Context: an optimization exercise on an open-source flow, tuned for a short achievable clock period and few clock cycles. The choices shown serve that exercise and are no tape-out recipe. In this exercise RTL edits were held to simulation tests only and were not proved equivalent to the original. In every run shown here, the design's own scripts or RTL, not TritonCTS, make the clock network. The clock port is modelled as an ideal driver, which makes a skipped or thinned clock tree look cheaper than it is; a real chip needs a root buffer or a tree. Power figures rest on the tool's default switching activity, not on a simulated workload.

==> flow/design.v, too long to show whole: its modules and the start of the top module <==
// module cim_mem: 30 lines
// module mac_engine: 932 lines
// module bus_rx_ctrl: 86 lines
// module patch_proj_ctrl: 52 lines
// module bus_tx_fill: 56 lines
// module cim_node: 114 lines
module cim_node #(
    parameter logic [1:0] NODE_ID = 2'd0
) (
    input  logic clk,
    input  logic rst_n,
    input  logic [3:0] bus_op,
    input  logic [47:0] bus_data,
    input  logic [1:0] bus_target_or_sender,
    output logic [3:0] bus_out_op,
    output logic [47:0] bus_out_data,
    output logic [1:0] bus_out_target_or_sender,
    output logic bus_drive,
    output logic is_ready
);
  // ...
==> flow/flow/run.sh <==
#!/bin/bash
# Standard layout, with timing repair aiming well past the 10 ns constraint, and the clock
# tree rebuilt after CTS as two buffer levels (the clock port drives four root buffers, each
# feeding the leaf buffers of its region; leaf buffers drive ~18 flip-flops each).
set -euo pipefail
bash standard.sh SETUP_SLACK_MARGIN=7.2 POST_CTS_TCL="$PWD/flow/post_cts.tcl" finish > standard_flow.log 2>&1
==> flow/flow/post_cts.tcl <==
# Rebuild the clock tree as two buffer levels: the clock port drives NROOT root buffers, each
# driving the leaf buffers of its region; each leaf buffer drives a cluster of nearby
# flip-flop clock pins. Every register sees the same two buffer levels.
proc ct_kmeans { pts K iters } {
  # pts: list of {x y}; returns list of cluster index per point (size-capped assignment)
  set n [llength $pts]
  set sorted [lsort -integer -index 0 [lmap p $pts {lindex $p 0}]]
  set order [lsort -integer -indices [lmap p $pts {lindex $p 0}]]
  set cx {}; set cy {}
  for {set k 0} {$k < $K} {incr k} {
    set p [lindex $pts [lindex $order [expr {int(($k + 0.5) * $n / $K)}]]]
    lappend cx [lindex $p 0]; lappend cy [lindex $p 1]
  }
  set cap [expr {int(ceil(1.1 * $n / $K))}]
  for {set it 0} {$it < $iters} {incr it} {
    set pairs {}
    for {set i 0} {$i < $n} {incr i} {
      set p [lindex $pts $i]
      for {set k 0} {$k < $K} {incr k} {
        lappend pairs [list [expr {abs([lindex $p 0] - [lindex $cx $k]) + abs([lindex $p 1] - [lindex $cy $k])}] $i $k]
      }
    }
    set pairs [lsort -integer -index 0 $pairs]
    array unset asg; array unset cnt
    for {set k 0} {$k < $K} {incr k} { set cnt($k) 0; set sx($k) 0; set sy($k) 0 }
    foreach pr $pairs {
      lassign $pr d i k
      if {[info exists asg($i)] || $cnt($k) >= $cap} continue
      set asg($i) $k; incr cnt($k)
      set p [lindex $pts $i]
      set sx($k) [expr {$sx($k) + [lindex $p 0]}]; set sy($k) [expr {$sy($k) + [lindex $p 1]}]
    }
    for {set k 0} {$k < $K} {incr k} {
      if {$cnt($k) > 0} { lset cx $k [expr {$sx($k) / $cnt($k)}]; lset cy $k [expr {$sy($k) / $cnt($k)}] }
    }
  }
  set res {}
  for {set i 0} {$i < $n} {incr i} { lappend res $asg($i) }
  return [list $res $cx $cy]
}

proc ct_place { inst x y } {
  set m [$inst getMaster]
  $inst setLocation [expr {int($x - [$m getWidth] / 2)}] [expr {int($y - [$m getHeight] / 2)}]
  $inst setPlacementStatus PLACED
}

proc rebuild_clock_tree { port_name per_leaf nroot buf } {
  set block [ord::get_db_block]
  set db [ord::get_db]
  set port_net [[$block findBTerm $port_name] getNet]
  # Walk the existing tree: clock pins are sinks, every other cell on it is tree
  set queue [list $port_net]
  set sinks {}
  set tree_insts {}
  set tree_nets {}
  while {[llength $queue]} {
    set net [lindex $queue 0]; set queue [lrange $queue 1 end]
    foreach it [$net getITerms] {
      if {[$it isOutputSignal]} continue
      set inst [$it getInst]
      if {[[$it getMTerm] getName] eq "CLK"} { lappend sinks $it; continue }
      if {[lsearch -exact $tree_insts $inst] >= 0} continue
      lappend tree_insts $inst
      foreach ot [$inst getITerms] {
        if {[$ot isOutputSignal] && [$ot getNet] ne "NULL"} {
          lappend queue [$ot getNet]; lappend tree_nets [$ot getNet]
        }
      }
    }
  }
  set pts {}
  foreach it $sinks {
    set bb [[$it getInst] getBBox]
    lappend pts [list [expr {([$bb xMin] + [$bb xMax]) / 2}] [expr {([$bb yMin] + [$bb yMax]) / 2}]]
    $it disconnect
  }
  foreach inst $tree_insts { foreach it [$inst getITerms] { if {[$it getNet] ne "NULL"} { $it disconnect } } ; odb::dbInst_destroy $inst }
  foreach net $tree_nets { odb::dbNet_destroy $net }
  set n [llength $sinks]
  set K [expr {max($nroot, int(round(double($n) / $per_leaf)))}]
  lassign [ct_kmeans $pts $K 25] asg lx ly
  set lpts {}
  for {set k 0} {$k < $K} {incr k} { lappend lpts [list [lindex $lx $k] [lindex $ly $k]] }
  lassign [ct_kmeans $lpts $nroot 25] rasg rx ry
  set master [$db findMaster $buf]
  set rnets {}
  for {set r 0} {$r < $nroot} {incr r} {
    set inst [odb::dbInst_create $block $master "clkbuf_root_$r"]
    ct_place $inst [lindex $rx $r] [lindex $ry $r]
    set net [odb::dbNet_create $block "clknet_root_$r"]
    $net setSigType CLOCK
    [$inst findITerm A] connect $port_net
    [$inst findITerm X] connect $net
    lappend rnets $net
  }
  set lnets {}
  for {set k 0} {$k < $K} {incr k} {
    set inst [odb::dbInst_create $block $master "clkbuf_leaf_$k"]
    ct_place $inst [lindex $lx $k] [lindex $ly $k]
    set net [odb::dbNet_create $block "clknet_leaf_$k"]
    $net setSigType CLOCK
    [$inst findITerm A] connect [lindex $rnets [lindex $rasg $k]]
    [$inst findITerm X] connect $net
    lappend lnets $net
  }
  for {set i 0} {$i < $n} {incr i} { [lindex $sinks $i] connect [lindex $lnets [lindex $asg $i]] }
  puts "rebuild_clock_tree: removed [llength $tree_insts] cells, $n sinks, $K leaf and $nroot root buffers"
}

rebuild_clock_tree clk 18 4 sky130_fd_sc_hd__clkbuf_16
detailed_placement
estimate_parasitics -placement
==> flow/standard.sh <==
#!/bin/bash
# synth_recipe.tcl (not shown) runs the flow's synth.tcl, then flattens the netlist and writes it again
# the make line also repeats each setting of config.mk as NAME=value (left out here)
make -C /OpenROAD-flow-scripts/flow DESIGN_CONFIG=/design/flow/config.mk WORK_HOME=/design/flow/orfs CLKGATE_MAP_FILE= SYNTH_SCRIPT=/design/flow/synth_recipe.tcl "${@:-finish}"
==> flow/config.mk <==
export PLATFORM = sky130hd
export DESIGN_NAME = cim_node
export DESIGN_NICKNAME = cim_node
export VERILOG_FILES = /design/flow/design.v
export SDC_FILE = /design/flow/constraint.sdc
export NUM_CORES = 4
export LEC_CHECK = 0
export CAP_MARGIN = 20
export CORE_MARGIN = 2
export CORE_UTILIZATION = 40
export PLACE_DENSITY = 0.6
export SLEW_MARGIN = 20
==> flow/constraint.sdc <==
create_clock -name core_clock -period 10.0 [get_ports {clk}]
set_input_delay 2.0000 -clock core_clock [delete_from_list [all_inputs] [get_ports {clk}]]
set_output_delay 2.0000 -clock core_clock [all_outputs]
set_load 0.01 [all_outputs]
==> results.sh, run 1 <==
export IMPL_crit_buf_inv=1
export IMPL_finalNonFillerCells=2750
export IMPL_synth_yosys_seq_area_share_pct=51.4
export IMPL_slew_headroom_pct=23.9
export IMPL_clkPwrFrac_pct=22.9
export IMPL_dieArea_sq_um=59400
export IMPL_status="no timing/DRC/antenna violations"
export IMPL_r2r_start="u_patch_proj_ctrl.base[1]"
export IMPL_drtIter0Drc=1249
export IMPL_place_gp_congestion=0.881
export IMPL_p_sw_share_pct=32.0
export IMPL_synth_xor_area_share_pct=5.60
export IMPL_synth_area_sq_um=23000
export IMPL_worst_path_stages=1
export IMPL_synth_seq_cells=499
export IMPL_min_delay_path_depth=0
export IMPL_largest_register="u_cim_mem.kern"
export IMPL_pre_cts_ws_ns=6.07
export IMPL_min_period_over_period_pct=28.1
export IMPL_powerComb_uw=1240
export IMPL_p_clk_uw=1170
export IMPL_power_switching_uw=1640
export IMPL_layout_min_cycle_time_ns=2.81
export IMPL_worst_path_max_fanout=1
export IMPL_finClkSkew_ns=0.0496
Testbench counts, summed over its fixed seeds: cycles 51,328.
==> run 2, diff against run 1 <==
--- a/flow/config.mk
+++ b/flow/config.mk
@@ -8,5 +8,5 @@
 export CAP_MARGIN = 20
 export CORE_MARGIN = 2
-export CORE_UTILIZATION = 40
-export PLACE_DENSITY = 0.6
+export CORE_UTILIZATION = 50
+export PLACE_DENSITY = 0.65
 export SLEW_MARGIN = 20
==> results.sh, run 2 <==
export IMPL_synth_cell_type_count=63
export IMPL_rows=78
export IMPL_die_w_um=218
export IMPL_viasPerCell=5.87
export IMPL_fin_area_sq_um=26300
export IMPL_path_class="in -> reg"
export IMPL_synth_edf_count=182
export IMPL_reg2reg_slack_ns=7.19
export IMPL_slew_headroom_pct=26.9
export IMPL_r2r_end="u_patch_proj_ctrl.base[15]"
export IMPL_worstPathRequired_ns=10.24
export IMPL_drtAntennaViolNets=0
export IMPL_n_antenna_cell=0
export IMPL_r2r_start="u_patch_proj_ctrl.base[1]"
export IMPL_drtPass1Iterations=6
export IMPL_ys_warn_count=6
export IMPL_worstHoldStart="u_bus_rx_ctrl.word_idx[2]"
export IMPL_synth_xor_area_share_pct=5.60
export IMPL_startpoint_type="input port"
export IMPL_wirelength_um=57000
export IMPL_grt_use_met2_pct=37.7
export IMPL_grt_pass1_vias=14600
export IMPL_worst_path_max_fanout=6
export IMPL_clk_latency_ns=0.37
export IMPL_slew_violations=0
export IMPL_worstHoldPathType="reg -> reg"
export IMPL_largest_register="u_cim_mem.kern"
export IMPL_wl_per_cell_um=22.0
export IMPL_path_clk_slew_ns=0.07
export IMPL_worstSetupEndpointType="flip-flop"
export IMPL_start_util_pct=50.7
export IMPL_grt_antenna_before_repair=7
export IMPL_die_h_um=218
export IMPL_rsz0062_at_grt="yes"
export IMPL_cap_viol_max_count=0
export IMPL_drtIter0Drc=1121
export IMPL_yosysMostFrequentCell="dfxtp_1"
export IMPL_synthFlopType="dfxtp_1"
export IMPL_gr_usage_all_layers_pct=22.8
export IMPL_final_common_cell="dfxtp_1"
export IMPL_place_gp_congestion=0.837
export IMPL_power_total_uw=5110
export IMPL_dieArea_sq_um=47700
export IMPL_largest_reg_flops=128
export IMPL_power_density_nw_per_um2=195
export IMPL_p_leak_uw=0.0104
export IMPL_synth_area_sq_um=23000
export IMPL_synth_top_family_by_area="compound AO/OA/AOI/OAI gates"
export IMPL_setup_violations=0
export IMPL_min_delay_path_depth=0
export IMPL_finClkSkew_ns=0.0756
export IMPL_avgSynthCellArea_sq_um=11.8
export IMPL_arrival_ns=3.07
export IMPL_nets=2190
export IMPL_ir_drop_v=0.000112
export IMPL_core_area_sq_um=45400
export IMPL_status="no timing/DRC/antenna violations"
export IMPL_reg2reg_depth=8
export IMPL_grt_pass1_wl_um=84000
export IMPL_hold_path_end="u_patch_proj_ctrl.idx1_q[2]"
export IMPL_yosys_area_share_adder_pct=9.84
export IMPL_drive_gt1_share_pct=21.6
export IMPL_min_period_over_period_pct=28.3
export IMPL_ys_async_sr_fraction_pct=0
export IMPL_grt_use_met1_pct=30.8
export IMPL_yosys_top_cells_area="dfxtp_1 (28%), edfxtp_1 (24%), mux2_2 (7.3%)"
export IMPL_vias=15200
export IMPL_worst_slew_pin_transition_ns=1.09
export IMPL_hold_viol_final=0
export IMPL_synth_mux_area_share_pct=11.5
export IMPL_gr_usage_met3_pct=3.02
export IMPL_post_dp_hpwl_um=39100
export IMPL_syn_inst=1942
export IMPL_synth_seq_cells=499
export IMPL_layout_min_cycle_time_ns=2.83
export IMPL_tns_ns=0
export IMPL_yosysTopAreaCell="dfxtp_1"
export IMPL_holdWs_ns=0.331
export IMPL_io_pins=112
export IMPL_synth_compound_area_share_pct=11.9
export IMPL_synth_common_cells="dfxtp_1 (317), edfxtp_1 (182), mux2_2 (150)"
export IMPL_synthSimpleGateAreaFrac_pct=6.66
export IMPL_biggestRegsByFlops="u_cim_mem.kern x128, u_bus_tx_fill.bus_out_data x48"
export IMPL_grt_max_degree=85
export IMPL_yosysTopAreaCellShare_pct=27.6
export IMPL_area_growth_pct=14.2
export IMPL_fmax_ghz=0.354
export IMPL_mostFrequentLayoutCells="dfxtp_1 (286), edfxtp_1 (182), mux2_2 (138)"
export IMPL_portBuffers=106
export IMPL_drcViolationCount=0
export IMPL_synth_yosys_seq_area_share_pct=51.4
export IMPL_placed_area_sq_um=24500
export IMPL_overflow=0
export IMPL_numClockSinks=499
export IMPL_grt_busiest_layer="met2"
==> run 2: final cells by class <==
class | count | area (sq um)
Tap cell | 600 | 751
Inverter | 36 | 135
Fill cell | 3730 | 19100
Timing Repair Buffer | 165 | 1690
Sequential cell | 499 | 11900
Multi-Input combinational cell | 1263 | 11000
Buffer | 32 | 801
==> run 2: cell families (layout without fill, tap and decap cells) <==
family / count (synthesis) / in the layout
fa+ha+maj: 137 / 137
mux: 244 / 244
compound gates: 391 / 391
simple gates: 338 / 339
buf+inv: 185 / 233
flops: 499 / 499
other cells: 1 / 5
xor+xnor: 147 / 147
==> run 2: worst max path at each step <==
| stage | start | endpoint | slack (ns) | cells past startpoint |
|---|---|---|---|---|
| finish | bus_data[7] | u_bus_rx_ctrl.m4[2] | 7.17 | 5 |
| global route | bus_data[7] | u_bus_rx_ctrl.m4[2] | 7.09 | 5 |
| detailed placement | bus_data[1] | u_bus_tx_fill.bus_out_data[29] | 6.07 | 7 |
| global placement | bus_data[1] | u_bus_tx_fill.bus_out_data[28] | 6.11 | 7 |
| floorplan | bus_data[1] | u_bus_tx_fill.bus_out_data[26] | 6.90 | 8 |
==> run 2: per-stage QoR <==
| stage | setup WS [ns] | util, % | std cells |
|---|---|---|---|
| global route | 7.09 | 57.9 | 2595 |
| finish | 7.17 | 57.9 | 2595 |
| global placement | 6.11 | 53.9 | 2513 |
| floorplan | 6.90 | - | 1946 |
| detailed placement | 6.07 | 54.0 | 2514 |
==> run 2: worst max-delay path, stage by stage <==
cell and delay, ns:
clkdlybuf4s50_1 0.63, nand3_1 0.15, nor2_1 0.12, a21oi_1 0.06, nor2_1 0.12
==> run 2: power breakdown <==
part	leakage (uW)	internal (uW)	switching [uW]
logic	0.00569	555	687
registers	0.00427	2370	324
clock network	0.000394	570	600
==> run 2: layer usage <==
layer	vias to the layer above	routed length, um
li1	7039	-
met1	7599	24300
met2	485	27400
met3	102	3140
met4	8	2070
met5	-	55
==> run 3, diff against run 2 <==
--- a/flow/flow/run.sh
+++ b/flow/flow/run.sh
@@ -4,3 +4,3 @@
 # feeding the leaf buffers of its region; leaf buffers drive ~18 flip-flops each).
 set -euo pipefail
-bash standard.sh SETUP_SLACK_MARGIN=7.2 POST_CTS_TCL="$PWD/flow/post_cts.tcl" finish > standard_flow.log 2>&1
+bash standard.sh SETUP_SLACK_MARGIN=7.4 POST_CTS_TCL="$PWD/flow/post_cts.tcl" finish > standard_flow.log 2>&1
--- a/flow/config.mk
+++ b/flow/config.mk
@@ -8,5 +8,5 @@
 export CAP_MARGIN = 20
 export CORE_MARGIN = 2
-export CORE_UTILIZATION = 50
-export PLACE_DENSITY = 0.65
+export CORE_UTILIZATION = 40
+export PLACE_DENSITY = 0.6
 export SLEW_MARGIN = 20
==> results.sh, run 3 <==
export IMPL_drtIter0Drc=1073
export IMPL_yosysTopAreaCell="dfxtp_1"
export IMPL_seqPwrFrac_pct=49.8
export IMPL_crit_buf_inv=1
export IMPL_slew_headroom_pct=20.6
export IMPL_die_h_um=244
export IMPL_grt_pass1_vias=15100
export IMPL_yosysTopAreaCellShare_pct=27.6
export IMPL_power_switching_uw=1750
export IMPL_path_cells="buf_6"
export IMPL_p_int_uw=3650
export IMPL_path_class="reg -> out"
export IMPL_max_stage_delay_ns=0.36
export IMPL_io_pins=112
export IMPL_p_sw_share_pct=32.4
export IMPL_p_comb_share_pct=28.3
export IMPL_worst_path_max_fanout=1
export IMPL_worstPathRequired_ns=8.00
export IMPL_seqCellArea_sq_um=11900
export IMPL_largest_register="u_cim_mem.kern"
export IMPL_rows=87
export IMPL_die_w_um=244
export IMPL_nets=2230
export IMPL_yosys_top_cells_area="dfxtp_1 (28%), edfxtp_1 (24%), mux2_2 (7.3%)"
export IMPL_ys_async_sr_fraction_pct=0
export IMPL_portBuffers=106
export IMPL_tns_ns=0
export IMPL_status="no timing/DRC/antenna violations"
export IMPL_syn_inst=1942
export IMPL_drtAntennaViolNets=0
export IMPL_place_gp_congestion=0.864
export IMPL_fmax_ghz=0.353
export IMPL_startpoint="u_bus_tx_fill.bus_out_data[21]"
export IMPL_drtPass1Iterations=5
export IMPL_gr_usage_all_layers_pct=19.8
export IMPL_rsz0062_at_grt="yes"
export IMPL_numClockSinks=499
export IMPL_area_growth_pct=21.2
export IMPL_dieArea_sq_um=59400
export IMPL_multi_input_area_sq_um=11800
export IMPL_slew_violations=0
export IMPL_worstSetupEndpointType="output port"
export IMPL_clkPwrFrac_pct=21.9
export IMPL_r2r_start="u_patch_proj_ctrl.base[2]"
export IMPL_synth_seq_cells=499
export IMPL_avgSynthCellArea_sq_um=11.8
export IMPL_setup_violations=0
export IMPL_power_density_nw_per_um2=194
export IMPL_startpoint_type="flip-flop"
export IMPL_min_period_over_period_pct=28.3
export IMPL_synthFlopType="dfxtp_1"
export IMPL_cap_viol_max_count=0
export IMPL_grt_antenna_before_repair=3
export IMPL_synth_common_cells="dfxtp_1 (317), edfxtp_1 (182), mux2_2 (150)"
export IMPL_layout_min_cycle_time_ns=2.83
export IMPL_worst_slew_pin_transition_ns=1.19
export IMPL_synth_edf_count=182
export IMPL_core_area_sq_um=56600
export IMPL_p_leak_uw=0.0108
export IMPL_start_util_pct=40.6
export IMPL_mostFrequentLayoutCells="dfxtp_1 (263), edfxtp_1 (182), mux2_2 (130)"
export IMPL_finClkSkew_ns=0.0597
export IMPL_yosysMostFrequentCell="dfxtp_1"
export IMPL_synth_yosys_seq_area_share_pct=51.4
export IMPL_crit_family="flip-flops"
export IMPL_slowest_stage="dfxtp_2"
export IMPL_viasPerCell=5.52
export IMPL_ir_drop_v=0.000146
export IMPL_n_antenna_cell=0
export IMPL_clk_latency_ns=0.37
export IMPL_hold_viol_final=0
export IMPL_synth_cell_type_count=63
export IMPL_vias=15400
export IMPL_fin_area_sq_um=27900
export IMPL_final_common_cell="dfxtp_1"
export IMPL_wl_per_cell_um=22.5
export IMPL_drcViolationCount=0
export IMPL_path_clk_slew_ns=0.08
export IMPL_worstHoldPathType="reg -> reg"
export IMPL_grt_pass1_wl_um=91200
export IMPL_synth_area_sq_um=23000
export IMPL_fill_cells=4989
export IMPL_biggestRegsByFlops="u_cim_mem.kern x128, u_bus_tx_fill.bus_out_data x48"
export IMPL_drive_gt1_share_pct=29.4
export IMPL_grt_max_degree=85
export IMPL_wirelength_um=62900
export IMPL_placed_area_sq_um=24700
export IMPL_arrival_ns=0.83
export IMPL_post_dp_hpwl_um=40600
export IMPL_ys_warn_count=6
export IMPL_overflow=0
export IMPL_largest_reg_flops=128
export IMPL_worstHoldStart="u_bus_rx_ctrl.word_idx[2]"
run 3: cell counts after synthesis:
No cell type changed its count.
run 3: cells by family after synthesis:
logic type	count (synthesis)	share of synthesized area, %
simple gates	338	6.66
compound gates	391	11.9
fa+ha+maj	137	9.84
mux	244	11.5
xor+xnor	147	5.60
buf+inv	185	3.21
other cells	1	0.0163
flops	499	51.4
run 3: final timing paths:
check                                end  slack [ns]  depth (start not counted)
min reg2reg  u_patch_proj_ctrl.idx1_q[2]        0.33                          0
max reg2reg   u_patch_proj_ctrl.base[12]        7.32                          8
max                     bus_out_data[21]        7.17                          1
min          u_patch_proj_ctrl.idx1_q[2]        0.33                          0
run 3: cell type report:
cell class | instances | share of cell area, %
repair buffers | 204 | 8.13
inverters | 36 | 0.503
well taps | 756 | 3.39
multi-input cells | 1264 | 42.5
plain buffers | 32 | 2.87
flip-flops and latches | 499 | 42.6
run 3: power by group through the flow:
stage | logic [uW] | registers [uW] | clock network (uW)
final | 1530 | 2690 | 1180
after global routing | 1640 | 2720 | 1270
after detailed placement | 1160 | 2720 | 0
after global placement | 1150 | 2720 | 0
after floorplan | 834 | 2560 | 0
run 3: layer usage:
metal  vias up  wire [um]  track usage [%]
met5         -         10                0
met4         2       1480             5.09
met3        86       2830             2.25
met2       396      31600             35.0
met1      7808      26900             25.6
li1       7128          -                -
run 3: per-stage QoR:
| stage | total power (uW) | util, % | hold WS [ns] | instances | setup WS (ns) |
|---|---|---|---|---|---|
| after detailed placement | 3890 | 43.6 | 0.313 | 2667 | 6.03 |
| after global placement | 3870 | 43.6 | 0.312 | 2667 | 6.10 |
| final | 5400 | 49.2 | 0.332 | 2791 | 7.17 |
| after floorplan | 3400 | - | 0.310 | 1946 | 6.90 |
| after global routing | 5640 | 49.2 | 0.344 | 2791 | 7.15 |
==> run 4, diff against run 3 <==
==> flow/flow/run.sh (replaced) <==
#!/bin/bash
# Standard layout, with timing repair aiming well past the 10 ns constraint, and the clock
# tree rebuilt after CTS as two buffer levels (the clock port drives four root buffers, each
# feeding the leaf buffers of its region; leaf buffers drive ~12 flip-flops each).
set -euo pipefail
bash standard.sh SETUP_SLACK_MARGIN=7.3 POST_CTS_TCL="$PWD/flow/post_cts.tcl" finish > standard_flow.log 2>&1
--- a/flow/flow/post_cts.tcl
+++ b/flow/flow/post_cts.tcl
@@ -109,5 +109,5 @@
 }
 
-rebuild_clock_tree clk 18 4 sky130_fd_sc_hd__clkbuf_16
+rebuild_clock_tree clk 12 4 sky130_fd_sc_hd__clkbuf_16
 detailed_placement
 estimate_parasitics -placement
==> results.sh, run 4 <==
export IMPL_overflow=0
export IMPL_place_gp_congestion=0.880
export IMPL_clk_latency_ns=0.40
export IMPL_max_stage_delay_ns=0.36
export IMPL_crit_buf_inv=1
export IMPL_largest_reg_flops=128
export IMPL_synth_seq_cells=499
export IMPL_drtIter0Drc=1246
export IMPL_viasPerCell=5.48
export IMPL_wl_per_cell_um=21.9
export IMPL_synth_area_sq_um=23000
export IMPL_synth_common_cells="dfxtp_1 (317), edfxtp_1 (182), mux2_2 (150)"
export IMPL_largest_register="u_cim_mem.kern"
export IMPL_io_pins=112
export IMPL_nets=2203
export IMPL_core_area_sq_um=56600
export IMPL_numClockSinks=499
export IMPL_crit_family="flip-flops"
export IMPL_min_period_over_period_pct=28.7
export IMPL_setup_violations=0
export IMPL_yosys_top_cells_area="dfxtp_1 (28%), edfxtp_1 (24%), mux2_2 (7.3%)"
export IMPL_yosysTopAreaCell="dfxtp_1"
export IMPL_slew_violations=0
export IMPL_synth_top_family_by_area="compound AO/OA/AOI/OAI gates"
export IMPL_synthSimpleGateAreaFrac_pct=6.66
export IMPL_vias=15200
export IMPL_ys_warn_count=6
export IMPL_n_antenna_cell=0
export IMPL_synth_edf_count=182
export IMPL_worstSetupEndpointType="output port"
export IMPL_final_common_cell="dfxtp_1"
export IMPL_arrival_ns=0.87
export IMPL_worstHoldPathType="reg -> reg"
export IMPL_worstPathRequired_ns=8.00
export IMPL_synth_yosys_seq_area_share_pct=51.4
export IMPL_path_clk_slew_ns=0.06
export IMPL_syn_inst=1942
export IMPL_portBuffers=106
export IMPL_gr_usage_all_layers_pct=19.4
export IMPL_synth_xor_area_share_pct=5.60
export IMPL_die_w_um=244
export IMPL_grt_pass1_wl_um=90000
export IMPL_ir_drop_v=0.000188
export IMPL_wirelength_um=60700
export IMPL_yosys_area_share_adder_pct=9.84
export IMPL_status="no timing/DRC/antenna violations"
export IMPL_rsz0062_at_grt="yes"
export IMPL_synth_mux_area_share_pct=11.5
export IMPL_path_class="reg -> out"
export IMPL_power_density_nw_per_um2=204
export IMPL_start_util_pct=40.6
export IMPL_biggestRegsByFlops="u_cim_mem.kern x128, u_bus_tx_fill.bus_out_data x48"
export IMPL_synthFlopType="dfxtp_1"
export IMPL_avgSynthCellArea_sq_um=11.8
export IMPL_drtAntennaViolNets=0
export IMPL_worst_path_max_fanout=1
export IMPL_yosysTopAreaCellShare_pct=27.6
export IMPL_slowest_stage="dfxtp_2"
export IMPL_finClkSkew_ns=0.0546
export IMPL_synth_compound_area_share_pct=11.9
export IMPL_mostFrequentLayoutCells="dfxtp_1 (266), edfxtp_1 (182), mux2_2 (134)"
export IMPL_grt_antenna_before_repair=2
export IMPL_drcViolationCount=0
export IMPL_yosysMostFrequentCell="dfxtp_1"
export IMPL_holdWs_ns=0.318
export IMPL_post_dp_hpwl_um=40600
export IMPL_p_leak_uw=0.0106
export IMPL_grt_pass1_vias=15200
export IMPL_grt_max_degree=85
export IMPL_rows=87
export IMPL_drtPass1Iterations=9
export IMPL_die_h_um=244
export IMPL_reg2reg_slack_ns=7.30
export IMPL_area_growth_pct=18.0
export IMPL_hold_viol_final=0
export IMPL_layout_min_cycle_time_ns=2.87
export IMPL_path_cells="buf_6"
export IMPL_drive_gt1_share_pct=23.8
export IMPL_synth_cell_type_count=63
export IMPL_startpoint_type="flip-flop"
export IMPL_worst_slew_pin_transition_ns=1.18
export IMPL_dieArea_sq_um=59400
export IMPL_fmax_ghz=0.349
export IMPL_tns_ns=0
export IMPL_cap_viol_max_count=0
export IMPL_fill_cells=5029
export IMPL_ys_async_sr_fraction_pct=0
export IMPL_slew_headroom_pct=21.3
[run 4: cell counts after synthesis]
Identical to the previous run, type by type.
[run 4: kinds of logic after synthesis]
logic type,Yosys count
DFF,499
AOI/OAI and AO/OA,391
and+or+nand+nor,338
muxes,244
buffers and inverters,185
xor gates and xnor gates,147
adders and majority gates,137
other,1
[run 4: cell type report]
type                            instances  area [sq um]  share of cell area [%]
Sequential cell                       499         11900                    43.8
Multi-Input combinational cell       1263         11200                    41.4
Timing Repair Buffer                  164          1800                    6.63
Buffer                                 46          1150                    4.24
Tap cell                              756           946                    3.49
Inverter                               36           140                   0.516
[run 4: per-stage QoR]
| stage | utilization, % | power, uW | area, sq um | std cells | worst slack, ns |
|---|---|---|---|---|---|
| 2_1_floorplan | - | 3390 | 23400 | 1946 | 6.90 |
| 3_3_place_gp | 43.6 | 3860 | 24700 | 2671 | 6.09 |
| 3_5_place_dp | 43.6 | 3880 | 24700 | 2671 | 6.05 |
| 5_1_grt | 47.9 | 5790 | 27100 | 2764 | 7.12 |
| 6_report | 47.9 | 5540 | 27100 | 2764 | 7.13 |
[run 4: final timing paths]
kind,startpoint,end,depth (start not counted)
max reg2reg,u_bus_rx_ctrl.word_v,u_cim_mem.k3[10],12
min,u_bus_rx_ctrl.word_idx[1],u_patch_proj_ctrl.idx1_q[1],0
min reg2reg,u_bus_rx_ctrl.word_idx[1],u_patch_proj_ctrl.idx1_q[1],0
max,u_bus_tx_fill.bus_out_data[18],bus_out_data[18],1
[run 4: where the power goes]
group / switching, uW / internal, uW / leakage (uW)
combinational: 750 / 623 / 0.00576
clock: 649 / 805 / 0.000567
sequential: 330 / 2380 / 0.00428
[run 4: per-layer routing]
metal / vias up / GRT usage, % / wire length, um
met2: 417 / 33.6 / 29700
met1: 7571 / 25.3 / 26600
met3: 90 / 2.89 / 2720
met4: 4 / 5.31 / 1660
li1: 7068 / - / -
met5: - / 0 / 26
==> run 5, diff against run 4 <==
==> flow/flow/run.sh (replaced) <==
#!/bin/bash
# Standard layout, with timing repair aiming well past the 10 ns constraint, and the clock
# tree rebuilt after CTS as two buffer levels (the clock port drives four root buffers, each
# feeding the leaf buffers of its region; leaf buffers drive ~24 flip-flops each).
set -euo pipefail
bash standard.sh SETUP_SLACK_MARGIN=7.2 POST_CTS_TCL="$PWD/flow/post_cts.tcl" finish > standard_flow.log 2>&1
--- a/flow/flow/post_cts.tcl
+++ b/flow/flow/post_cts.tcl
@@ -109,5 +109,5 @@
 }
 
-rebuild_clock_tree clk 12 4 sky130_fd_sc_hd__clkbuf_16
+rebuild_clock_tree clk 24 4 sky130_fd_sc_hd__clkbuf_16
 detailed_placement
 estimate_parasitics -placement
==> results.sh, run 5 <==
export IMPL_status="no timing/DRC/antenna violations"
export IMPL_crit_buf_inv=1
export IMPL_area_growth_pct=13.9
export IMPL_fmax_ghz=0.351
export IMPL_power_density_nw_per_um2=190
export IMPL_clkPwrFrac_pct=20.8
export IMPL_placed_area_sq_um=24700
export IMPL_max_stage_delay_ns=0.37
export IMPL_largest_reg_flops=128
export IMPL_layout_min_cycle_time_ns=2.85
export IMPL_rsz0062_at_grt="yes"
export IMPL_core_area_sq_um=56600
export IMPL_r2r_start="u_bus_rx_ctrl.word_v"
export IMPL_reg2reg_depth=11
export IMPL_viasPerCell=5.52
export IMPL_synth_area_sq_um=23000
export IMPL_place_gp_congestion=0.881
export IMPL_slew_headroom_pct=25.4
export IMPL_seqCellArea_sq_um=11900
export IMPL_worst_path_max_fanout=1
export IMPL_drtIter0Drc=1217
export IMPL_finClkSkew_ns=0.0370
export IMPL_tns_ns=0
export IMPL_seqPwrFrac_pct=54.2
export IMPL_mostFrequentLayoutCells="dfxtp_1 (277), edfxtp_1 (182), mux2_2 (138)"
export IMPL_vias=15100
export IMPL_worst_slew_pin_transition_ns=1.12
export IMPL_rows=87
export IMPL_dieArea_sq_um=59400
export IMPL_final_common_cell="dfxtp_1"
export IMPL_worstHoldStart="u_bus_rx_ctrl.word_idx[3]"
export IMPL_overflow=0
export IMPL_drtPass1Iterations=6
export IMPL_hold_path_end="u_patch_proj_ctrl.idx1_q[3]"
export IMPL_p_comb_share_pct=25.0
export IMPL_synth_cell_type_count=63
export IMPL_io_pins=112
export IMPL_numClockSinks=499
export IMPL_biggestRegsByFlops="u_cim_mem.kern x128, u_bus_tx_fill.bus_out_data x48"
export IMPL_fill_cells=5129
export IMPL_syn_inst=1942
export IMPL_min_delay_path_depth=0
export IMPL_portBuffers=106
export IMPL_path_cells="buf_6"
export IMPL_min_period_over_period_pct=28.5
export IMPL_drive_gt1_share_pct=20.9
export IMPL_yosysTopAreaCellShare_pct=27.6
export IMPL_p_int_uw=3370
export IMPL_synth_edf_count=182
export IMPL_slew_violations=0
export IMPL_p_leak_uw=0.0102
export IMPL_arrival_ns=0.85
export IMPL_drtAntennaViolNets=0
export IMPL_synth_seq_cells=499
export IMPL_setup_violations=0
export IMPL_grt_pass1_wl_um=89200
export IMPL_worstSetupEndpointType="output port"
export IMPL_worstPathRequired_ns=8.00
export IMPL_post_dp_hpwl_um=41000
export IMPL_clk_latency_ns=0.37
export IMPL_gr_usage_all_layers_pct=19.2
export IMPL_wirelength_um=59800
export IMPL_start_util_pct=40.6
export IMPL_p_sw_share_pct=32.4
export IMPL_multi_input_area_sq_um=10900
export IMPL_die_h_um=244
export IMPL_wl_per_cell_um=21.8
export IMPL_holdWs_ns=0.330
export IMPL_slowest_stage="dfxtp_4"
export IMPL_yosys_top_cells_area="dfxtp_1 (28%), edfxtp_1 (24%), mux2_2 (7.3%)"
export IMPL_yosysTopAreaCell="dfxtp_1"
export IMPL_synthFlopType="dfxtp_1"
export IMPL_fin_area_sq_um=26200
export IMPL_grt_pass1_vias=14800
export IMPL_ir_drop_v=0.000135
export IMPL_synth_yosys_seq_area_share_pct=51.4
export IMPL_die_w_um=244
export IMPL_startpoint_type="flip-flop"
export IMPL_nets=2180
export IMPL_cap_viol_max_count=0
export IMPL_ys_async_sr_fraction_pct=0
export IMPL_largest_register="u_cim_mem.kern"
export IMPL_power_switching_uw=1620
export IMPL_drcViolationCount=0
export IMPL_ys_warn_count=6
export IMPL_yosysMostFrequentCell="dfxtp_1"
export IMPL_path_class="reg -> out"
export IMPL_r2r_end="u_cim_mem.k3[10]"
export IMPL_reg2reg_slack_ns=7.26
export IMPL_worstHoldPathType="reg -> reg"
export IMPL_path_clk_slew_ns=0.10
export IMPL_grt_max_degree=85
export IMPL_grt_antenna_before_repair=2
export IMPL_synth_common_cells="dfxtp_1 (317), edfxtp_1 (182), mux2_2 (150)"
export IMPL_avgSynthCellArea_sq_um=11.8
export IMPL_hold_viol_final=0
export IMPL_crit_family="flip-flops"
[run 5: cell counts after synthesis]
Identical to the previous run, type by type.
[run 5: how the worst max path moves through the flow]
stage,from,to,slack [ns],cells past startpoint
final,u_bus_tx_fill.bus_out_data[34],bus_out_data[34],7.15,1
after global routing,u_bus_rx_ctrl.word_v,u_cim_mem.k3[10],7.10,11
after detailed placement,bus_data[1],u_bus_tx_fill.bus_out_data[31],6.07,7
after global placement,bus_data[1],u_bus_tx_fill.bus_out_data[29],6.09,7
after floorplan,bus_data[1],u_bus_tx_fill.bus_out_data[26],6.90,8
[run 5: kinds of logic after synthesis]
logic type / share of synthesized area (%)
DFF: 51.4
AOI/OAI and AO/OA: 11.9
and+or+nand+nor: 6.66
muxes: 11.5
buffers and inverters: 3.21
xor gates and xnor gates: 5.60
adders and majority gates: 9.84
other: 0.0163
[run 5: stage by stage]
| step | worst slack, ns | utilization, % | cells | total power [uW] |
|---|---|---|---|---|
| final | 7.15 | 46.3 | 2742 | 4990 |
| after global routing | 7.10 | 46.3 | 2741 | 5230 |
| after detailed placement | 6.07 | 43.7 | 2675 | 3890 |
| after global placement | 6.09 | 43.7 | 2674 | 3870 |
| after floorplan | 6.90 | - | 1946 | 3390 |
[run 5: area by class of cell]
cell class                      count  area share (%)
Inverter                           36           0.516
Buffer                             25            2.39
Timing Repair Buffer              162            6.37
Antenna cell                        1         0.00956
Sequential cell                   499            45.3
Tap cell                          756            3.61
Multi-Input combinational cell   1263            41.8
[run 5: worst reg2reg max path: stages (launching register included)]
cell	delay, ns
dfxtp_4	0.40
buf_12	0.12
buf_4	0.13
mux2i_4	0.28
buf_4	0.20
ha_1	0.25
a211oi_1	0.26
o21bai_1	0.14
a21oi_1	0.35
a21oi_1	0.14
nor2b_1	0.21
xnor2_1	0.16
[run 5: metal layers]
metal | GRT usage, % | wire length [um]
met2 | 34.0 | 29600
met1 | 25.4 | 26100
met4 | 3.91 | 1190
met5 | 0 | 16
met3 | 2.17 | 2850
[run 5: power groups by stage]
stage	Sequential, uW	Combinational, uW	Clock [uW]
2_1_floorplan	2560	830	0
3_3_place_gp	2730	1140	0
3_5_place_dp	2740	1150	0
5_1_grt	2730	1370	1130
6_report	2700	1240	1040
==> run 6, diff against run 5 <==
==> flow/flow/run.sh (replaced) <==
#!/bin/bash
# Standard layout, with timing repair aiming well past the 10 ns constraint, and the clock
# tree rebuilt after CTS as two buffer levels (the clock port drives four root buffers, each
# feeding the leaf buffers of its region; leaf buffers drive ~18 flip-flops each), then
# timing repaired again against the new tree.
set -euo pipefail
bash standard.sh SETUP_SLACK_MARGIN=7.2 POST_CTS_TCL="$PWD/flow/post_cts.tcl" finish > standard_flow.log 2>&1
--- a/flow/flow/post_cts.tcl
+++ b/flow/flow/post_cts.tcl
@@ -109,5 +109,9 @@
 }
 
-rebuild_clock_tree clk 24 4 sky130_fd_sc_hd__clkbuf_16
+rebuild_clock_tree clk 18 4 sky130_fd_sc_hd__clkbuf_16
 detailed_placement
 estimate_parasitics -placement
+# Repair again against the rebuilt tree's latencies, then legalize
+repair_timing_helper
+detailed_placement
+estimate_parasitics -placement
==> results.sh, run 6 <==
export IMPL_synth_cell_type_count=63
export IMPL_synth_seq_cells=499
export IMPL_yosys_top_cells_area="dfxtp_1 (28%), edfxtp_1 (24%), mux2_2 (7.3%)"
export IMPL_grt_pass1_wl_um=90100
export IMPL_yosysTopAreaCell="dfxtp_1"
export IMPL_tns_ns=0
export IMPL_io_pins=112
export IMPL_reg2reg_depth=14
export IMPL_startpoint_type="flip-flop"
export IMPL_worst_slew_pin_transition_ns=1.15
export IMPL_grt_antenna_before_repair=1
export IMPL_core_area_sq_um=56600
export IMPL_drtPass1Iterations=7
export IMPL_ys_async_sr_fraction_pct=0
export IMPL_place_gp_congestion=0.881
export IMPL_fmax_ghz=0.354
export IMPL_synth_area_sq_um=23000
export IMPL_drtAntennaViolNets=0
export IMPL_largest_reg_flops=128
export IMPL_avgSynthCellArea_sq_um=11.8
export IMPL_place_inst=2675
export IMPL_syn_inst=1942
export IMPL_grt_pass1_vias=15000
export IMPL_dieArea_sq_um=59400
export IMPL_yosysMostFrequentCell="dfxtp_1"
export IMPL_area_growth_pct=14.6
export IMPL_setup_violations=0
export IMPL_grt_max_degree=85
export IMPL_synth_common_cells="dfxtp_1 (317), edfxtp_1 (182), mux2_2 (150)"
export IMPL_pre_cts_ws_ns=6.07
export IMPL_nets=2188
export IMPL_ys_warn_count=6
export IMPL_portBuffers=106
export IMPL_setup_ws_ns=7.18
export IMPL_wl_per_cell_um=21.6
export IMPL_min_delay_path_depth=0
export IMPL_biggestRegsByFlops="u_cim_mem.kern x128, u_bus_tx_fill.bus_out_data x48"
export IMPL_worst_path_max_fanout=1
export IMPL_slowest_stage="dfxtp_4"
export IMPL_p_leak_uw=0.0102
export IMPL_wirelength_um=59500
export IMPL_slew_headroom_pct=23.6
export IMPL_rsz0062_at_grt="yes"
export IMPL_worstHoldPathType="reg -> reg"
export IMPL_die_h_um=244
export IMPL_numClockSinks=499
export IMPL_yosysTopAreaCellShare_pct=27.6
export IMPL_gr_usage_all_layers_pct=19.4
export IMPL_max_stage_delay_ns=0.37
export IMPL_seqCellArea_sq_um=11900
export IMPL_status="no timing/DRC/antenna violations"
export IMPL_synth_edf_count=182
export IMPL_start_util_pct=40.6
export IMPL_min_period_over_period_pct=28.2
export IMPL_drive_gt1_share_pct=21.5
export IMPL_cap_viol_max_count=0
export IMPL_worstPathRequired_ns=8.00
export IMPL_final_common_cell="dfxtp_1"
export IMPL_mostFrequentLayoutCells="dfxtp_1 (277), edfxtp_1 (182), mux2_2 (138)"
export IMPL_synth_yosys_seq_area_share_pct=51.4
export IMPL_path_cells="buf_6"
export IMPL_die_w_um=244
export IMPL_worstSetupEndpointType="output port"
export IMPL_hold_viol_final=0
export IMPL_finalNonFillerCells=2750
export IMPL_path_clk_slew_ns=0.08
export IMPL_synthFlopType="dfxtp_1"
export IMPL_vias=15100
export IMPL_overflow=0
export IMPL_power_density_nw_per_um2=194
export IMPL_crit_family="flip-flops"
export IMPL_slew_violations=0
export IMPL_multi_input_area_sq_um=11000
export IMPL_drcViolationCount=0
export IMPL_crit_buf_inv=1
export IMPL_rows=87
export IMPL_finClkSkew_ns=0.0510
export IMPL_fill_cells=5111
export IMPL_largest_register="u_cim_mem.kern"
export IMPL_drtIter0Drc=1195
export IMPL_viasPerCell=5.51
export IMPL_ir_drop_v=0.000127
export IMPL_clk_latency_ns=0.37
export IMPL_post_dp_hpwl_um=41000
export IMPL_power_total_uw=5130
export IMPL_utilization_pct=46.6
export IMPL_path_class="reg -> out"
export IMPL_arrival_ns=0.82
export IMPL_worst_path_stages=1
export IMPL_layout_min_cycle_time_ns=2.82
-- run 6: cell count changes in the layout (fill, tap and decap cells not counted), moves of 3 or more --
cell            previous run  this run
dlymetal6s2s_1            13         2
dlygate4sd2_1              0         8
clkbuf_16                 30        35
clkbuf_2                   6         1
buf_4                     42        46
mux2i_1                   83        80
mux2i_2                    3         6
-- run 6: final timing paths --
check / startpoint / end / slack, ns
max reg2reg: u_bus_rx_ctrl.word_v / u_cim_mem.k3[15] / 7.31
min: u_bus_rx_ctrl.word_idx[0] / u_patch_proj_ctrl.idx1_q[0] / 0.33
min reg2reg: u_bus_rx_ctrl.word_idx[0] / u_patch_proj_ctrl.idx1_q[0] / 0.33
max: u_bus_tx_fill.bus_out_data[18] / bus_out_data[18] / 7.18
-- run 6: cells by family (layout without fill, tap and decap cells) --
logic type | after synthesis | after routing | share of synthesized area [%]
buf+inv | 185 | 231 | 3.21
flops | 499 | 499 | 51.4
mux | 244 | 244 | 11.5
simple gates | 338 | 339 | 6.66
other cells | 1 | 6 | 0.0163
compound gates | 391 | 391 | 11.9
fa+ha+maj | 137 | 137 | 9.84
xor+xnor | 147 | 147 | 5.60
-- run 6: worst reg2reg max path, cell delays in order (launching register included) --
cell and delay [ns]:
dfxtp_4 0.37, buf_12 0.13, buf_4 0.12, mux2i_1 0.18, buf_4 0.16, inv_1 0.06
ha_2 0.20, inv_2 0.06, fa_2 0.21, nor2b_2 0.05, o31a_1 0.28, o311ai_4 0.33
a21oi_2 0.11, a31oi_1 0.22, xnor2_1 0.15
-- run 6: where the power goes --
group | internal [uW] | switching, uW | total, uW
logic | 546 | 706 | 1250
clock network | 570 | 601 | 1170
registers | 2370 | 330 | 2700
-- run 6: final cells by class --
type                       count  area share [%]
sequential                   499            45.0
multi-input combinational   1263            41.6
timing repair buffer         163            6.23
tap                          756            3.59
buffer                        32            3.04
inverter                      36           0.522
antenna                        1         0.00949
-- run 6: through the flow --
| step | cell area (sq um) | hold WS, ns |
|---|---|---|
| detailed placement | 24700 | 0.315 |
| global route | 26400 | 0.336 |
| finish | 26400 | 0.331 |
| floorplan | 23300 | 0.310 |
| global placement | 24700 | 0.316 |
-- run 6: metal layers --
layer | GRT usage (%) | wire [um] | vias to the layer above
li1 | - | - | 7058
met5 | 0 | 16 | -
met2 | 34.2 | 29400 | 395
met4 | 4.43 | 1340 | 2
met3 | 2.37 | 2700 | 77
met1 | 25.4 | 26000 | 7617
==> module cim_mem, before the edit <==
module cim_mem (
    input  logic clk,
    input  logic par_we,
    input  logic [5:0] par_addr,
    input  logic [15:0] par_data,
    input  logic word_v,            
    output logic [15:0] k1,
    output logic [17:0] k3,
    output logic [10:0] nk,         
    output logic [15:0] bias
);
    logic [15:0] kern [PATCH_LEN];
    logic [15:0] knext;
    assign knext = word_v ? kern[1] : kern[0];
    always_ff @(posedge clk) begin
        for (int i = 0; i < PATCH_LEN; i++) begin
            if (par_we && par_addr == 6'(i)) begin
                kern[i] <= par_data;
            end else if (word_v) begin
                kern[i] <= kern[(i + 1) % PATCH_LEN];
            end
        end
        if (par_we && par_addr == BIAS_ADDR) begin
            bias <= par_data;
        end
        k1 <= knext;
        k3 <= {{2{knext[15]}}, knext} + {knext[15], knext, 1'b0};
        nk <= 11'd0 - knext[10:0];
    end
endmodule
==> module bus_tx_fill, before the edit <==
module bus_tx_fill #(
    parameter logic [1:0] NODE_ID = 2'd0
) (
    input  logic clk,
    input  logic rst_n,
    input  logic [3:0] bus_op,
    input  logic [47:0] bus_data,
    input  logic [1:0] bus_target_or_sender,
    input  logic [15:0] res0,
    input  logic [15:0] res1,
    input  logic [15:0] res2,
    input  logic [15:0] res3,
    output logic bus_drive,
    output logic [3:0] bus_out_op,
    output logic [47:0] bus_out_data
);
    logic req;
    logic [1:0] a;
    logic [1:0] n;
    assign req = (bus_op == DENSE_BROADCAST_START_OP) && (bus_target_or_sender == NODE_ID);
    assign a = bus_data[1:0];     
    assign n = bus_data[17:16];   
    logic [15:0] at0;
    logic [15:0] at1;
    logic [15:0] at2;
    logic n1;
    logic n2;
    logic n3;
    logic [15:0] lane2;
    logic [15:0] lane1;
    logic [15:0] lane0;
    always_comb begin
        case (a)
            2'd0: begin at0 = res0; at1 = res1; at2 = res2; end
            2'd1: begin at0 = res1; at1 = res2; at2 = res3; end
            2'd2: begin at0 = res2; at1 = res3; at2 = res0; end
            default: begin at0 = res3; at1 = res0; at2 = res1; end
        endcase
    end
    assign n1 = (n == 2'd1);
    assign n2 = (n == 2'd2);
    assign n3 = (n == 2'd3);
    assign lane0 = n3 ? at0 : 16'h0000;
    assign lane1 = n2 ? at0 : (n3 ? at1 : 16'h0000);
    assign lane2 = n1 ? at0 : (n2 ? at1 : at2);
    always_ff @(posedge clk) begin
        bus_out_data <= {lane2, lane1, lane0};
        if (!rst_n) begin
            bus_drive <= 1'b0;
            bus_out_op <= NOP;
        end else begin
            bus_drive <= req;
            bus_out_op <= req ? DENSE_BROADCAST_DATA_OP : NOP;
        end
    end
endmodule
==> run 7, diff against run 6 <==
--- a/flow/design.v
+++ b/flow/design.v
@@ -29,12 +29,17 @@
 );
     logic [15:0] kern [PATCH_LEN];
+    logic [17:0] kern3 [PATCH_LEN];   
+    logic [17:0] par_data3;
     logic [15:0] knext;
     assign knext = word_v ? kern[1] : kern[0];
+    assign par_data3 = {{2{par_data[15]}}, par_data} + {par_data[15], par_data, 1'b0};
     always_ff @(posedge clk) begin
         for (int i = 0; i < PATCH_LEN; i++) begin
             if (par_we && par_addr == 6'(i)) begin
                 kern[i] <= par_data;
+                kern3[i] <= par_data3;
             end else if (word_v) begin
                 kern[i] <= kern[(i + 1) % PATCH_LEN];
+                kern3[i] <= kern3[(i + 1) % PATCH_LEN];
             end
         end
@@ -43,5 +48,5 @@
         end
         k1 <= knext;
-        k3 <= {{2{knext[15]}}, knext} + {knext[15], knext, 1'b0};
+        k3 <= word_v ? kern3[1] : kern3[0];
         nk <= 11'd0 - knext[10:0];
     end
@@ -1154,27 +1159,19 @@
     assign a = bus_data[1:0];     
     assign n = bus_data[17:16];   
-    logic [15:0] at0;
-    logic [15:0] at1;
-    logic [15:0] at2;
-    logic n1;
-    logic n2;
-    logic n3;
+    logic [1:0] i2;
+    logic [1:0] i1;
+    logic [15:0] res [4];
     logic [15:0] lane2;
     logic [15:0] lane1;
     logic [15:0] lane0;
-    always_comb begin
-        case (a)
-            2'd0: begin at0 = res0; at1 = res1; at2 = res2; end
-            2'd1: begin at0 = res1; at1 = res2; at2 = res3; end
-            2'd2: begin at0 = res2; at1 = res3; at2 = res0; end
-            default: begin at0 = res3; at1 = res0; at2 = res1; end
-        endcase
-    end
-    assign n1 = (n == 2'd1);
-    assign n2 = (n == 2'd2);
-    assign n3 = (n == 2'd3);
-    assign lane0 = n3 ? at0 : 16'h0000;
-    assign lane1 = n2 ? at0 : (n3 ? at1 : 16'h0000);
-    assign lane2 = n1 ? at0 : (n2 ? at1 : at2);
+    assign res[0] = res0;
+    assign res[1] = res1;
+    assign res[2] = res2;
+    assign res[3] = res3;
+    assign i2 = {a[1] ^ (n[1] & (n[0] | a[0])), a[0] ^ (n[1] & ~n[0])};
+    assign i1 = {a[1] ^ (a[0] & n[0]), a[0] ^ n[0]};
+    assign lane2 = res[i2];
+    assign lane1 = n[1] ? res[i1] : 16'h0000;
+    assign lane0 = (n == 2'd3) ? (a[0] ? res1 : res0) : 16'h0000;
     always_ff @(posedge clk) begin
         bus_out_data <= {lane2, lane1, lane0};
==> flow/flow/run.sh (replaced) <==
#!/bin/bash
# Standard layout, with timing repair aiming well past the 10 ns constraint, and the clock
# tree rebuilt after CTS as two buffer levels (the clock port drives four root buffers, each
# feeding the leaf buffers of its region; leaf buffers drive ~18 flip-flops each).
set -euo pipefail
bash standard.sh SETUP_SLACK_MARGIN=7.2 POST_CTS_TCL="$PWD/flow/post_cts.tcl" finish > standard_flow.log 2>&1
--- a/flow/flow/post_cts.tcl
+++ b/flow/flow/post_cts.tcl
@@ -112,6 +112,2 @@
 detailed_placement
 estimate_parasitics -placement
-# Repair again against the rebuilt tree's latencies, then legalize
-repair_timing_helper
-detailed_placement
-estimate_parasitics -placement
==> results.sh, run 7 <==
export IMPL_largest_reg_flops=144
export IMPL_portBuffers=106
export IMPL_area_growth_pct=14.0
export IMPL_rsz0062_at_grt="yes"
export IMPL_vias=19100
export IMPL_arrival_ns=3.38
export IMPL_drtIter0Drc=1860
export IMPL_worst_slew_pin_transition_ns=1.06
export IMPL_seqCellArea_sq_um=16100
export IMPL_ys_async_sr_fraction_pct=0
export IMPL_path_clk_slew_ns=0.08
export IMPL_ys_warn_count=8
export IMPL_power_density_nw_per_um2=199
export IMPL_io_pins=112
export IMPL_min_delay_path_depth=0
export IMPL_slew_violations=0
export IMPL_p_leak_uw=0.0128
export IMPL_drtPass1Iterations=6
export IMPL_die_h_um=270
export IMPL_syn_inst=2486
export IMPL_setup_violations=0
export IMPL_viasPerCell=5.49
export IMPL_wirelength_um=79100
export IMPL_hold_path_end="u_patch_proj_ctrl.idx1_q[2]"
export IMPL_cap_viol_max_count=0
export IMPL_r2r_end="u_cim_mem.kern3[4][13]"
export IMPL_nets=2730
export IMPL_avgSynthCellArea_sq_um=11.4
export IMPL_finClkSkew_ns=0.0449
export IMPL_mostFrequentLayoutCells="nand2_1 (529), edfxtp_1 (308), dfxtp_1 (297)"
export IMPL_place_gp_congestion=0.909
export IMPL_yosysTopAreaCell="edfxtp_1"
export IMPL_synth_cell_type_count=71
export IMPL_reg2reg_slack_ns=7.26
export IMPL_worstHoldStart="u_bus_rx_ctrl.word_idx[2]"
export IMPL_gr_usage_all_layers_pct=21.2
export IMPL_largest_register="u_cim_mem.kern3"
export IMPL_yosys_top_cells_area="edfxtp_1 (33%), dfxtp_1 (24%), nand2_1 (7.0%)"
export IMPL_core_area_sq_um=70100
export IMPL_biggestRegsByFlops="u_cim_mem.kern3 x144, u_cim_mem.kern x128, u_bus_tx_fill.bus_out_data x48"
export IMPL_path_class="in -> reg"
export IMPL_startpoint_type="input port"
export IMPL_min_period_over_period_pct=31.1
export IMPL_yosysTopAreaCellShare_pct=32.6
export IMPL_ir_drop_v=0.000117
export IMPL_hold_viol_final=0
export IMPL_post_dp_hpwl_um=53400
export IMPL_synth_common_cells="nand2_1 (530), dfxtp_1 (338), edfxtp_1 (308)"
export IMPL_worstPathRequired_ns=10.27
export IMPL_grt_antenna_before_repair=1
export IMPL_dieArea_sq_um=73100
export IMPL_yosysMostFrequentCell="nand2_1"
export IMPL_tns_ns=0
export IMPL_layout_min_cycle_time_ns=3.11
export IMPL_drcViolationCount=0
export IMPL_grt_pass1_vias=19200
export IMPL_grt_pass1_wl_um=119000
export IMPL_fmax_ghz=0.322
export IMPL_final_common_cell="nand2_1"
export IMPL_drtAntennaViolNets=0
export IMPL_clk_latency_ns=0.40
export IMPL_drive_gt1_share_pct=16.3
export IMPL_r2r_start="u_bus_rx_ctrl.par_data[1]"
export IMPL_reg2reg_depth=11
export IMPL_worst_path_max_fanout=7
export IMPL_synth_yosys_seq_area_share_pct=56.4
export IMPL_grt_max_degree=49
export IMPL_synth_area_sq_um=28400
export IMPL_rows=97
export IMPL_wl_per_cell_um=22.7
export IMPL_multi_input_area_sq_um=12000
export IMPL_synthFlopType="dfxtp_1"
export IMPL_fill_cells=6424
export IMPL_overflow=0
export IMPL_die_w_um=270
export IMPL_worstSetupEndpointType="flip-flop"
export IMPL_start_util_pct=40.4
export IMPL_synth_edf_count=308
export IMPL_status="no timing/DRC/antenna violations"
export IMPL_slew_headroom_pct=29.4
export IMPL_synth_seq_cells=646
export IMPL_power_total_uw=6430
export IMPL_worstHoldPathType="reg -> reg"
export IMPL_holdWs_ns=0.330
export IMPL_numClockSinks=646
run 7: stage by stage:
step / std cells / cell area [sq um] / setup WS (ns) / util [%]
floorplan: 2490 / 28600 / 6.61 / -
global placement: 3396 / 30400 / 5.43 / 43.3
detailed placement: 3396 / 30400 / 5.41 / 43.3
finish: 3482 / 32400 / 6.89 / 46.1
global route: 3481 / 32300 / 6.87 / 46.1
run 7: kinds of logic (layout without fill, tap and decap cells):
| logic type | count (synthesis) | after routing | share of synthesized area, % |
|---|---|---|---|
| flip-flops | 646 | 646 | 56.4 |
| AO/OA/AOI/OAI | 422 | 422 | 10.4 |
| adder cells (fa/ha/maj) | 131 | 131 | 7.71 |
| buffers and inverters | 221 | 270 | 3.14 |
| AND/OR/NAND/NOR | 798 | 800 | 11.8 |
| other | 1 | 6 | 0.0132 |
| multiplexers | 122 | 122 | 6.05 |
| XOR/XNOR | 145 | 145 | 4.48 |
run 7: per-layer routing:
metal,up-vias,share of wire (%),track usage [%]
met3,153,5.6,2.84
met2,680,49,36.8
met1,9505,42,27.2
li1,8785,-,-
met4,0,3.2,7.12
met5,-,0,0
run 7: worst max-delay path by stage:
stage                  from                             end  slack [ns]  cells after the start
2_1_floorplan   bus_data[0]  u_bus_tx_fill.bus_out_data[22]        6.61                      5
3_3_place_gp   bus_data[17]  u_bus_tx_fill.bus_out_data[44]        5.43                      4
3_5_place_dp   bus_data[17]  u_bus_tx_fill.bus_out_data[45]        5.41                      4
5_1_grt         bus_data[0]  u_bus_tx_fill.bus_out_data[21]        6.87                      7
6_report        bus_data[0]  u_bus_tx_fill.bus_out_data[21]        6.89                      7
run 7: cell type report:
class	instances	share of cell area, %
diodes	1	0.00773
well taps	940	3.64
inverters	33	0.425
flip-flops and latches	646	49.7
multi-input cells	1625	37.2
repair buffers	197	5.92
plain buffers	40	3.09
run 7: critical path, stage by stage:
cell and delay [ns]:
buf_16 0.12, ha_4 0.17, xnor2_4 0.20, buf_6 0.13, buf_12 0.11, mux4_2 0.48
and2_4 0.14
run 7: report_power, final:
group / switching [uW] / internal (uW) / leakage, uW
Sequential: 311 / 3050 / 0.00559
Combinational: 886 / 685 / 0.00668
Clock: 794 / 711 / 0.000493
Total: 1990 / 4440 / 0.0128
Testbench counts of run 7, summed over its fixed seeds: cycles 51,328.

[re-timing with driven ports]
The flow's constraints put no driver on any port. The routed layouts listed below were extracted and timed again, unchanged, in two steps.
Step 1, drivers: a clkbuf_16 drives clk and a buf_2 each remaining input, both assumed.
Step 2 also shifts input and output timing later by t, the mid clock arrival at the registers, as if the neighbouring blocks saw the same clock.
Three values: ideal ports, drivers, drivers and shift; two values: the first two.
run	t, ns	slack for setup (ns)	worst setup path at the end	worst register clock-pin slew, ns
run 1	0.467	7.186 / 7.063 / 6.606	input to register	0.08 / 0.08
run 2	0.446	7.172 / 7.060 / 6.636	input to register	0.08 / 0.08
run 3	0.468	7.165 / 6.893 / 6.425	input to register	0.08 / 0.08
run 4	0.492	7.132 / 7.012 / 6.540	input to register	0.06 / 0.06
run 5	0.471	7.149 / 7.026 / 6.628	input to register	0.11 / 0.11
run 6	0.464	7.179 / 7.018 / 6.554	input to register	0.08 / 0.08
run 7	0.506	6.891 / 6.899 / 6.393	input to register	0.08 / 0.08
After both steps setup and hold are still met in every run listed. For run 3, which loses most, drivers alone change the setup slack by -0.272 ns; drivers and shift together by -0.740 ns.
